From an optimization exercise on the open Yosys and OpenROAD flow, aimed at small area, a short achievable clock period and few clock cycles per item; shortcuts taken in it are not production practice. In this exercise RTL edits were held to simulation tests only and were not proved equivalent to the original.

==> run a <==
Design civil_datetime_to_ajd_fraction, start of the top module:
module civil_datetime_to_ajd_fraction (
    input  logic        clk,
    input  logic        rst_n,
    input  logic        in_valid,
    output logic        in_ready,
    input  logic        in_mode,
    input  logic [13:0] in_year,
    input  logic [3:0]  in_month,
    input  logic [4:0]  in_day,
    input  logic [4:0]  in_hour,
    input  logic [5:0]  in_minute,
    input  logic [5:0]  in_second,
    output logic        out_valid,
    input  logic        out_ready,
    output logic [22:0] out_julian_day,
    output logic [39:0] out_ajd_numerator,
    output logic [17:0] out_ajd_denominator
);
==> flow/config.mk <==
export PLATFORM = sky130hd
export DESIGN_NAME = civil_datetime_to_ajd_fraction
export DESIGN_NICKNAME = civil_datetime_to_ajd_fraction
export VERILOG_FILES = /design/flow/design.v
export SDC_FILE = /design/flow/constraint.sdc
export NUM_CORES = 4
export LEC_CHECK = 0
export ABC_AREA = 1
export CAP_MARGIN = 20
export CORE_MARGIN = 2
export CORE_UTILIZATION = 55
export SLEW_MARGIN = 20
==> flow/constraint.sdc <==
create_clock -name core_clock -period 10.0 [get_ports {clk}]
set_input_delay 2.0000 -clock core_clock [delete_from_list [all_inputs] [get_ports {clk}]]
set_output_delay 2.0000 -clock core_clock [all_outputs]
set_load 0.01 [all_outputs]
run.sh (not shown) runs the stock make flow with config.mk's settings and CLKGATE_MAP_FILE= SYNTH_SCRIPT=/design/flow/synth_recipe.tcl, a recipe that flattens the netlist after the stock synthesis.
==> inputs of run b, as changes to run a <==
--- a/flow/design.v
+++ b/flow/design.v
@@ -1029,26 +1029,29 @@
     assign ql_rb = {30'd0, ql_w87, ql_w85, ql_w83, ql_w81, ql_w79, ql_w77, ql_w75, ql_w73, ql_w71, ql_w69, ql_w67, ql_w65, ql_w63, ql_w61, ql_w59, ql_w57, ql_w55, n0};
     assign ql_sum = cdajd_pkg::bk_add(ql_ra, ql_rb);
     assign q = ql_sum[17:0];
 endmodule
 module cdajd_mult (
     input  logic [22:0] jd,
     input  logic [17:0] qp,
     input  logic [2:0]  a,
-    input  logic [8:0]  pl,
+    input  logic [1:0]  b,
+    input  logic [1:0]  c,
     output logic [39:0] num
 );
+    logic [8:0]  pl;
     logic        n0, n1, n2, k0, k1, k2;
     logic [1:0]  s2, s3, s4;
     logic [22:0] r0, r1;
     logic [25:0] r2;
     logic [24:0] r3, r4;
     logic [17:0] rq;
     logic [46:0] w;
+    assign pl = cdajd_pkg::row_plan({b, c});
     assign n0 = pl[8];
     assign n1 = pl[7];
     assign s2 = pl[6:5];
     assign n2 = pl[4];
     assign s3 = pl[3:2];
     assign s4 = pl[1:0];
     assign k0 = ~n0;
     assign k1 = ~n1;
@@ -1535,43 +1538,38 @@
         end
     end
     logic [17:0] qpc;     
     cdajd_qlane u_q (.zi(zi2), .b(b2), .c(c2), .q(qpc));
     logic [22:0] jd3;
     logic [17:0] qp3;
     logic [2:0]  a3;
     logic [1:0]  b3, c3;
-    logic [8:0]  pl3;
     always_ff @(posedge clk)
     begin
         if (adv_3)
         begin
             jd3 <= jd2;
             qp3 <= qpc;
             a3  <= a2;
             b3  <= b2;
             c3  <= c2;
-            pl3 <= cdajd_pkg::row_plan({b2, c2});
         end
     end
     logic [39:0] numc;
-    cdajd_mult u_mul (.jd(jd3), .qp(qp3), .a(a3), .pl(pl3), .num(numc));
+    cdajd_mult u_mul (.jd(jd3), .qp(qp3), .a(a3), .b(b3), .c(c3), .num(numc));
     logic [22:0] rjd;
     logic [39:0] rnum;
-    logic [2:0]  ra;
-    logic [1:0]  rb, rc;
+    logic [16:0] rden;
     always_ff @(posedge clk)
     begin
         if (adv_o)
         begin
             rjd  <= jd3;
             rnum <= numc;
-            ra   <= a3;
-            rb   <= b3;
-            rc   <= c3;
+            rden <= cdajd_pkg::den_of({a3, b3, c3});
         end
     end
     assign out_valid           = ov;
     assign out_julian_day      = rjd;
     assign out_ajd_numerator   = rnum;
-    assign out_ajd_denominator = {1'b0, cdajd_pkg::den_of({ra, rb, rc})};
+    assign out_ajd_denominator = {1'b0, rden};
 endmodule
CORE_UTILIZATION = 40   (was 55)
==> notes <==
- Between run a and run b, the lower register-to-register slack is in run b (gap 0.30 ns).
- Against run a, the synthesized area of run b is higher by 0.80%.
- Of run b and run a, run b has the higher cell area (gap about 1.6%, measured against run a).
- Run a went through all stages and came out clean. Run b produced a clean layout.
- Between run a and run b, the lower clock skew is in run b (gap 0.0059 ns).
- Between run a and run b, the lower routed wire length is in run b (gap about 6%, measured against run b).
- Against run a, the sequential share of layout area of run b is lower by 0.27 points.
- Utilization: run b is lower than run a (16 points).
- First-iteration DRC count: run a is larger than run b (26%).
- Between run a and run b, the lower maximum frequency is in run b (gap 4.4%, measured against run b).
Testbench counts of run a, summed over its fixed seeds: cycles 800, items 768.
Testbench counts of run b, summed over its fixed seeds: cycles 800, items 768.

========
==> inputs of job 8299 <==
civil_datetime_to_ajd_fraction, a different RTL version from the one above (not shown whole).
Settings: LEC_CHECK=0, ABC_AREA=1, CAP_MARGIN=20, CORE_MARGIN=2, CORE_UTILIZATION=55, SETUP_SLACK_MARGIN=5, SLEW_MARGIN=20; clock period 10.0 ns.
==> inputs of job 1622, as changes to job 8299 <==
--- a/flow/design.v
+++ b/flow/design.v
@@ -51,18 +51,12 @@
                     p[i] = p[i] & p[i - (1 << d)];
                 end
             end
             bk_add = pp ^ {g[46:0], 1'b0};
         end
     endfunction
-    function automatic logic [11:0] row_sel(input logic [8:0] pl);
-        row_sel = {pl[8], pl[7], pl[4],
-                   pl[6:5] == 2'd3, pl[6:5] == 2'd2, pl[6:5] == 2'd1, pl[6:5] == 2'd0,
-                   pl[3:2] == 2'd3, pl[3:2] == 2'd2, pl[3:2] == 2'd1,
-                   pl[1:0] == 2'd2, pl[1:0] == 2'd1};
-    endfunction
 endpackage
 module cdajd_gcd (
     input  logic [4:0] hh,
     input  logic [5:0] mi,
     input  logic [5:0] ss,
     output logic [2:0] a,
@@ -810,28 +804,46 @@
     assign jd_rb = {25'd0, 1'b0, year[13], jd_w233, jd_w231, jd_w229, jd_w227, jd_w225, jd_w223, jd_w221, jd_w219, jd_w217, jd_w215, jd_w213, jd_w211, jd_w209, jd_w207, jd_w205, jd_w203, jd_w201, jd_w199, jd_w197, jd_w195, jd_w193};
     assign jd_sum = cdajd_pkg::bk_add(jd_ra, jd_rb);
     assign jd = jd_sum[22:0];
 endmodule
 module cdajd_qlane (
     input  logic [17:0] zi,
-    input  logic [11:0] sel,    
+    input  logic [8:0]  pl,     
     output logic [17:0] q
 );
     logic        n0, n1, n2;
-    logic [3:0]  e2;
-    logic [2:0]  e3;
-    logic [1:0]  e4;
+    logic [1:0]  s2, s3, s4;
     logic [17:0] r0, r1, r2, r3, r4;
-    assign {n0, n1, n2, e2, e3, e4} = sel;
+    assign n0 = pl[8];
+    assign n1 = pl[7];
+    assign s2 = pl[6:5];
+    assign n2 = pl[4];
+    assign s3 = pl[3:2];
+    assign s4 = pl[1:0];
     assign r0 = zi ^ {18{n0}};
     assign r1 = {zi[16:0] ^ {17{n1}}, 1'b0};
-    assign r2 = ({18{e2[0]}} & {zi[15:0] ^ {16{n2}}, 2'd0}) | ({18{e2[1]}} & {zi[14:0], 3'd0})
-              | ({18{e2[2]}} & {zi[13:0], 4'd0}) | ({18{e2[3]}} & {zi[12:0], 5'd0});
-    assign r3 = ({18{e3[0]}} & {zi[12:0], 5'd0}) | ({18{e3[1]}} & {zi[11:0], 6'd0})
-              | ({18{e3[2]}} & {zi[10:0], 7'd0});
-    assign r4 = ({18{e4[0]}} & {zi[10:0], 7'd0}) | ({18{e4[1]}} & {zi[8:0], 9'd0});
+    always_comb
+    begin
+        case (s2)
+            2'd0:    r2 = {zi[15:0] ^ {16{n2}}, 2'd0};
+            2'd1:    r2 = {zi[14:0], 3'd0};
+            2'd2:    r2 = {zi[13:0], 4'd0};
+            default: r2 = {zi[12:0], 5'd0};
+        endcase
+        case (s3)
+            2'd0:    r3 = 18'd0;
+            2'd1:    r3 = {zi[12:0], 5'd0};
+            2'd2:    r3 = {zi[11:0], 6'd0};
+            default: r3 = {zi[10:0], 7'd0};
+        endcase
+        case (s4)
+            2'd0:    r4 = 18'd0;
+            2'd1:    r4 = {zi[10:0], 7'd0};
+            default: r4 = {zi[8:0], 9'd0};
+        endcase
+    end
     logic ql_w1, ql_w2;
     logic ql_w3, ql_w4;
     logic ql_w5, ql_w6;
     logic ql_w7, ql_w8;
     logic ql_w9, ql_w10;
     logic ql_w11, ql_w12;
@@ -969,34 +981,53 @@
     assign q = ql_sum[17:0];
 endmodule
 module cdajd_mult (
     input  logic [22:0] jd,
     input  logic [17:0] qp,
     input  logic [2:0]  a,
-    input  logic [11:0] sel,    
+    input  logic [8:0]  pl,
     output logic [39:0] num
 );
     logic        n0, n1, n2, k0, k1, k2;
-    logic [3:0]  e2;
-    logic [2:0]  e3;
-    logic [1:0]  e4;
+    logic [1:0]  s2, s3, s4;
     logic [22:0] r0, r1;
     logic [25:0] r2;
     logic [24:0] r3, r4;
     logic [17:0] rq;
     logic [46:0] w;
-    assign {n0, n1, n2, e2, e3, e4} = sel;
+    assign n0 = pl[8];
+    assign n1 = pl[7];
+    assign s2 = pl[6:5];
+    assign n2 = pl[4];
+    assign s3 = pl[3:2];
+    assign s4 = pl[1:0];
     assign k0 = ~n0;
     assign k1 = ~n1;
-    assign k2 = ~n2 | ~e2[0];
+    assign k2 = ~n2 | (s2 != 2'd0);
     assign r0 = jd ^ {23{n0}};
     assign r1 = jd ^ {23{n1}};
-    assign r2 = ({26{e2[0]}} & {3'd0, jd ^ {23{n2}}}) | ({26{e2[1]}} & {2'd0, jd, 1'd0})
-              | ({26{e2[2]}} & {1'd0, jd, 2'd0}) | ({26{e2[3]}} & {jd, 3'd0});
-    assign r3 = ({25{e3[0]}} & {2'd0, jd}) | ({25{e3[1]}} & {1'd0, jd, 1'd0}) | ({25{e3[2]}} & {jd, 2'd0});
-    assign r4 = ({25{e4[0]}} & {2'd0, jd}) | ({25{e4[1]}} & {jd, 2'd0});
+    always_comb
+    begin
+        case (s2)
+            2'd0:    r2 = {3'd0, jd ^ {23{n2}}};
+            2'd1:    r2 = {2'd0, jd, 1'd0};
+            2'd2:    r2 = {1'd0, jd, 2'd0};
+            default: r2 = {jd, 3'd0};
+        endcase
+        case (s3)
+            2'd0:    r3 = 25'd0;
+            2'd1:    r3 = {2'd0, jd};
+            2'd2:    r3 = {1'd0, jd, 1'd0};
+            default: r3 = {jd, 2'd0};
+        endcase
+        case (s4)
+            2'd0:    r4 = 25'd0;
+            2'd1:    r4 = {2'd0, jd};
+            default: r4 = {jd, 2'd0};
+        endcase
+    end
     assign rq = {~qp[17], qp[16:0]};
     logic nm_w1, nm_w2;
     logic nm_w3, nm_w4;
     logic nm_w5, nm_w6;
     logic nm_w7, nm_w8;
     logic nm_w9, nm_w10;
@@ -1437,46 +1468,46 @@
     cdajd_jdn  u_jd (.year(year1), .month(month1), .day(day1), .cy(cy1), .f(f1), .jd(jdb));
     cdajd_zinv u_zi (.hh(hh1), .mi(mi1), .ss(ss1), .zi(zib));
     logic [22:0] jd2;
     logic [17:0] zi2;
     logic [2:0]  a2;
     logic [1:0]  b2, c2;
-    logic [11:0] sel2;
+    logic [8:0]  pl2;
     always_ff @(posedge clk)
     begin
         if (adv_2)
         begin
             jd2 <= jdb;
             zi2 <= zib;
             a2  <= a1;
             b2  <= b1;
             c2  <= c1;
-            sel2 <= cdajd_pkg::row_sel(cdajd_pkg::row_plan({b1, c1}));
+            pl2 <= cdajd_pkg::row_plan({b1, c1});
         end
     end
     logic [17:0] qpc;     
-    cdajd_qlane u_q (.zi(zi2), .sel(sel2), .q(qpc));
+    cdajd_qlane u_q (.zi(zi2), .pl(pl2), .q(qpc));
     logic [22:0] jd3;
     logic [17:0] qp3;
     logic [2:0]  a3;
     logic [1:0]  b3, c3;
-    logic [11:0] sel3;
+    logic [8:0]  pl3;
     always_ff @(posedge clk)
     begin
         if (adv_3)
         begin
             jd3 <= jd2;
             qp3 <= qpc;
             a3  <= a2;
             b3  <= b2;
             c3  <= c2;
-            sel3 <= sel2;
+            pl3 <= pl2;
         end
     end
     logic [39:0] numc;
-    cdajd_mult u_mul (.jd(jd3), .qp(qp3), .a(a3), .sel(sel3), .num(numc));
+    cdajd_mult u_mul (.jd(jd3), .qp(qp3), .a(a3), .pl(pl3), .num(numc));
     logic [22:0] rjd;
     logic [39:0] rnum;
     logic [2:0]  ra;
     logic [1:0]  rb, rc;
     always_ff @(posedge clk)
     begin
SETUP_SLACK_MARGIN = not set   (was 5)
==> inputs of job 6617, as changes to job 8299 <==
--- a/flow/design.v
+++ b/flow/design.v
@@ -51,18 +51,12 @@
                     p[i] = p[i] & p[i - (1 << d)];
                 end
             end
             bk_add = pp ^ {g[46:0], 1'b0};
         end
     endfunction
-    function automatic logic [11:0] row_sel(input logic [8:0] pl);
-        row_sel = {pl[8], pl[7], pl[4],
-                   pl[6:5] == 2'd3, pl[6:5] == 2'd2, pl[6:5] == 2'd1, pl[6:5] == 2'd0,
-                   pl[3:2] == 2'd3, pl[3:2] == 2'd2, pl[3:2] == 2'd1,
-                   pl[1:0] == 2'd2, pl[1:0] == 2'd1};
-    endfunction
 endpackage
 module cdajd_gcd (
     input  logic [4:0] hh,
     input  logic [5:0] mi,
     input  logic [5:0] ss,
     output logic [2:0] a,
@@ -810,28 +804,46 @@
     assign jd_rb = {25'd0, 1'b0, year[13], jd_w233, jd_w231, jd_w229, jd_w227, jd_w225, jd_w223, jd_w221, jd_w219, jd_w217, jd_w215, jd_w213, jd_w211, jd_w209, jd_w207, jd_w205, jd_w203, jd_w201, jd_w199, jd_w197, jd_w195, jd_w193};
     assign jd_sum = cdajd_pkg::bk_add(jd_ra, jd_rb);
     assign jd = jd_sum[22:0];
 endmodule
 module cdajd_qlane (
     input  logic [17:0] zi,
-    input  logic [11:0] sel,    
+    input  logic [8:0]  pl,     
     output logic [17:0] q
 );
     logic        n0, n1, n2;
-    logic [3:0]  e2;
-    logic [2:0]  e3;
-    logic [1:0]  e4;
+    logic [1:0]  s2, s3, s4;
     logic [17:0] r0, r1, r2, r3, r4;
-    assign {n0, n1, n2, e2, e3, e4} = sel;
+    assign n0 = pl[8];
+    assign n1 = pl[7];
+    assign s2 = pl[6:5];
+    assign n2 = pl[4];
+    assign s3 = pl[3:2];
+    assign s4 = pl[1:0];
     assign r0 = zi ^ {18{n0}};
     assign r1 = {zi[16:0] ^ {17{n1}}, 1'b0};
-    assign r2 = ({18{e2[0]}} & {zi[15:0] ^ {16{n2}}, 2'd0}) | ({18{e2[1]}} & {zi[14:0], 3'd0})
-              | ({18{e2[2]}} & {zi[13:0], 4'd0}) | ({18{e2[3]}} & {zi[12:0], 5'd0});
-    assign r3 = ({18{e3[0]}} & {zi[12:0], 5'd0}) | ({18{e3[1]}} & {zi[11:0], 6'd0})
-              | ({18{e3[2]}} & {zi[10:0], 7'd0});
-    assign r4 = ({18{e4[0]}} & {zi[10:0], 7'd0}) | ({18{e4[1]}} & {zi[8:0], 9'd0});
+    always_comb
+    begin
+        case (s2)
+            2'd0:    r2 = {zi[15:0] ^ {16{n2}}, 2'd0};
+            2'd1:    r2 = {zi[14:0], 3'd0};
+            2'd2:    r2 = {zi[13:0], 4'd0};
+            default: r2 = {zi[12:0], 5'd0};
+        endcase
+        case (s3)
+            2'd0:    r3 = 18'd0;
+            2'd1:    r3 = {zi[12:0], 5'd0};
+            2'd2:    r3 = {zi[11:0], 6'd0};
+            default: r3 = {zi[10:0], 7'd0};
+        endcase
+        case (s4)
+            2'd0:    r4 = 18'd0;
+            2'd1:    r4 = {zi[10:0], 7'd0};
+            default: r4 = {zi[8:0], 9'd0};
+        endcase
+    end
     logic ql_w1, ql_w2;
     logic ql_w3, ql_w4;
     logic ql_w5, ql_w6;
     logic ql_w7, ql_w8;
     logic ql_w9, ql_w10;
     logic ql_w11, ql_w12;
@@ -969,34 +981,53 @@
     assign q = ql_sum[17:0];
 endmodule
 module cdajd_mult (
     input  logic [22:0] jd,
     input  logic [17:0] qp,
     input  logic [2:0]  a,
-    input  logic [11:0] sel,    
+    input  logic [8:0]  pl,
     output logic [39:0] num
 );
     logic        n0, n1, n2, k0, k1, k2;
-    logic [3:0]  e2;
-    logic [2:0]  e3;
-    logic [1:0]  e4;
+    logic [1:0]  s2, s3, s4;
     logic [22:0] r0, r1;
     logic [25:0] r2;
     logic [24:0] r3, r4;
     logic [17:0] rq;
     logic [46:0] w;
-    assign {n0, n1, n2, e2, e3, e4} = sel;
+    assign n0 = pl[8];
+    assign n1 = pl[7];
+    assign s2 = pl[6:5];
+    assign n2 = pl[4];
+    assign s3 = pl[3:2];
+    assign s4 = pl[1:0];
     assign k0 = ~n0;
     assign k1 = ~n1;
-    assign k2 = ~n2 | ~e2[0];
+    assign k2 = ~n2 | (s2 != 2'd0);
     assign r0 = jd ^ {23{n0}};
     assign r1 = jd ^ {23{n1}};
-    assign r2 = ({26{e2[0]}} & {3'd0, jd ^ {23{n2}}}) | ({26{e2[1]}} & {2'd0, jd, 1'd0})
-              | ({26{e2[2]}} & {1'd0, jd, 2'd0}) | ({26{e2[3]}} & {jd, 3'd0});
-    assign r3 = ({25{e3[0]}} & {2'd0, jd}) | ({25{e3[1]}} & {1'd0, jd, 1'd0}) | ({25{e3[2]}} & {jd, 2'd0});
-    assign r4 = ({25{e4[0]}} & {2'd0, jd}) | ({25{e4[1]}} & {jd, 2'd0});
+    always_comb
+    begin
+        case (s2)
+            2'd0:    r2 = {3'd0, jd ^ {23{n2}}};
+            2'd1:    r2 = {2'd0, jd, 1'd0};
+            2'd2:    r2 = {1'd0, jd, 2'd0};
+            default: r2 = {jd, 3'd0};
+        endcase
+        case (s3)
+            2'd0:    r3 = 25'd0;
+            2'd1:    r3 = {2'd0, jd};
+            2'd2:    r3 = {1'd0, jd, 1'd0};
+            default: r3 = {jd, 2'd0};
+        endcase
+        case (s4)
+            2'd0:    r4 = 25'd0;
+            2'd1:    r4 = {2'd0, jd};
+            default: r4 = {jd, 2'd0};
+        endcase
+    end
     assign rq = {~qp[17], qp[16:0]};
     logic nm_w1, nm_w2;
     logic nm_w3, nm_w4;
     logic nm_w5, nm_w6;
     logic nm_w7, nm_w8;
     logic nm_w9, nm_w10;
@@ -1437,46 +1468,46 @@
     cdajd_jdn  u_jd (.year(year1), .month(month1), .day(day1), .cy(cy1), .f(f1), .jd(jdb));
     cdajd_zinv u_zi (.hh(hh1), .mi(mi1), .ss(ss1), .zi(zib));
     logic [22:0] jd2;
     logic [17:0] zi2;
     logic [2:0]  a2;
     logic [1:0]  b2, c2;
-    logic [11:0] sel2;
+    logic [8:0]  pl2;
     always_ff @(posedge clk)
     begin
         if (adv_2)
         begin
             jd2 <= jdb;
             zi2 <= zib;
             a2  <= a1;
             b2  <= b1;
             c2  <= c1;
-            sel2 <= cdajd_pkg::row_sel(cdajd_pkg::row_plan({b1, c1}));
+            pl2 <= cdajd_pkg::row_plan({b1, c1});
         end
     end
     logic [17:0] qpc;     
-    cdajd_qlane u_q (.zi(zi2), .sel(sel2), .q(qpc));
+    cdajd_qlane u_q (.zi(zi2), .pl(pl2), .q(qpc));
     logic [22:0] jd3;
     logic [17:0] qp3;
     logic [2:0]  a3;
     logic [1:0]  b3, c3;
-    logic [11:0] sel3;
+    logic [8:0]  pl3;
     always_ff @(posedge clk)
     begin
         if (adv_3)
         begin
             jd3 <= jd2;
             qp3 <= qpc;
             a3  <= a2;
             b3  <= b2;
             c3  <= c2;
-            sel3 <= sel2;
+            pl3 <= pl2;
         end
     end
     logic [39:0] numc;
-    cdajd_mult u_mul (.jd(jd3), .qp(qp3), .a(a3), .sel(sel3), .num(numc));
+    cdajd_mult u_mul (.jd(jd3), .qp(qp3), .a(a3), .pl(pl3), .num(numc));
     logic [22:0] rjd;
     logic [39:0] rnum;
     logic [2:0]  ra;
     logic [1:0]  rb, rc;
     always_ff @(posedge clk)
     begin
SETUP_SLACK_MARGIN = 4.5   (was 5)
==> metrics.md <==
| Metric | Value |
|---|---|
| Avg Cell Area, Syn | 9.12 um2 |
| CP most frequent cell | inv_1 |
| Status | complete, no violations |
| FFs w/ async S/R, synth | 2.10% |
(the above is from job 1622)
==> metrics.md <==
| Metric | Value |
|---|---|
| Core area | 47,900 um2 |
| Synth Area in Compound Gates | 11.7% |
| Avg Cell Area, Syn | a little over 9 um2 |
| Status | complete, no violations |
| CP most frequent cell | o21ai_2 |
| FFs w/ async S/R, synth | under 10% |
| EDFF count, synth | between 200 and 250 |
(the above is from job 6617)
==> metrics.md <==
| Metric | Value |
|---|---|
| Status | complete, no violations |
| CP most frequent cell | nand2_1 |
| Avg Cell Area, Syn | around 9 um2 |
| Placed Area | 28,800 um2 |
| CTS sink cnt | 242 |
| CTS tree | built |
| FFs w/ async S/R, synth | 2.07% |
(the above is from job 8299)
Testbench counts of job 8299, summed over its fixed seeds: cycles 800, items 768.
Testbench counts of job 1622, summed over its fixed seeds: cycles 800, items 768.
Testbench counts of job 6617, summed over its fixed seeds: cycles 800, items 768.

afterwards: timing with drivers on the ports:
Ports are ideal in the flow. The routed layouts listed here were re-timed in OpenROAD.
Step 1 assumes that a clkbuf_16 drives the clock port and a buf_2 every other input.
Step 2 times the ports against the registers' clock, not the clock port: input delays grow and output delays shrink by t, the midpoint of the rising clock arrivals with the driver on.
Slacks: ideal ports / drivers / drivers and shift; pairs: ideal ports / drivers.
run	shift t [ns]	slack for setup (ns)	worst setup path after step 2	slew at the worst register clock pin (ns)	cell pins on the clock port's net
run a	0.616	3.171 / 3.171 / 3.126	input to register	0.06 / 0.06	1
run b	0.635	2.870 / 2.870 / 2.870	register to register	0.06 / 0.06	1
job 8299	0.595	4.753 / 4.753 / 4.602	input to register	0.07 / 0.07	1
job 1622	0.611	2.803 / 2.803 / 2.803	register to register	0.07 / 0.07	1
job 6617	0.617	4.315 / 4.315 / 4.226	input to register	0.06 / 0.06	1
After both steps every run listed still meets setup and hold. For job 8299, which loses most, drivers alone change the setup slack by 0.000 ns; drivers and shift together by -0.151 ns.
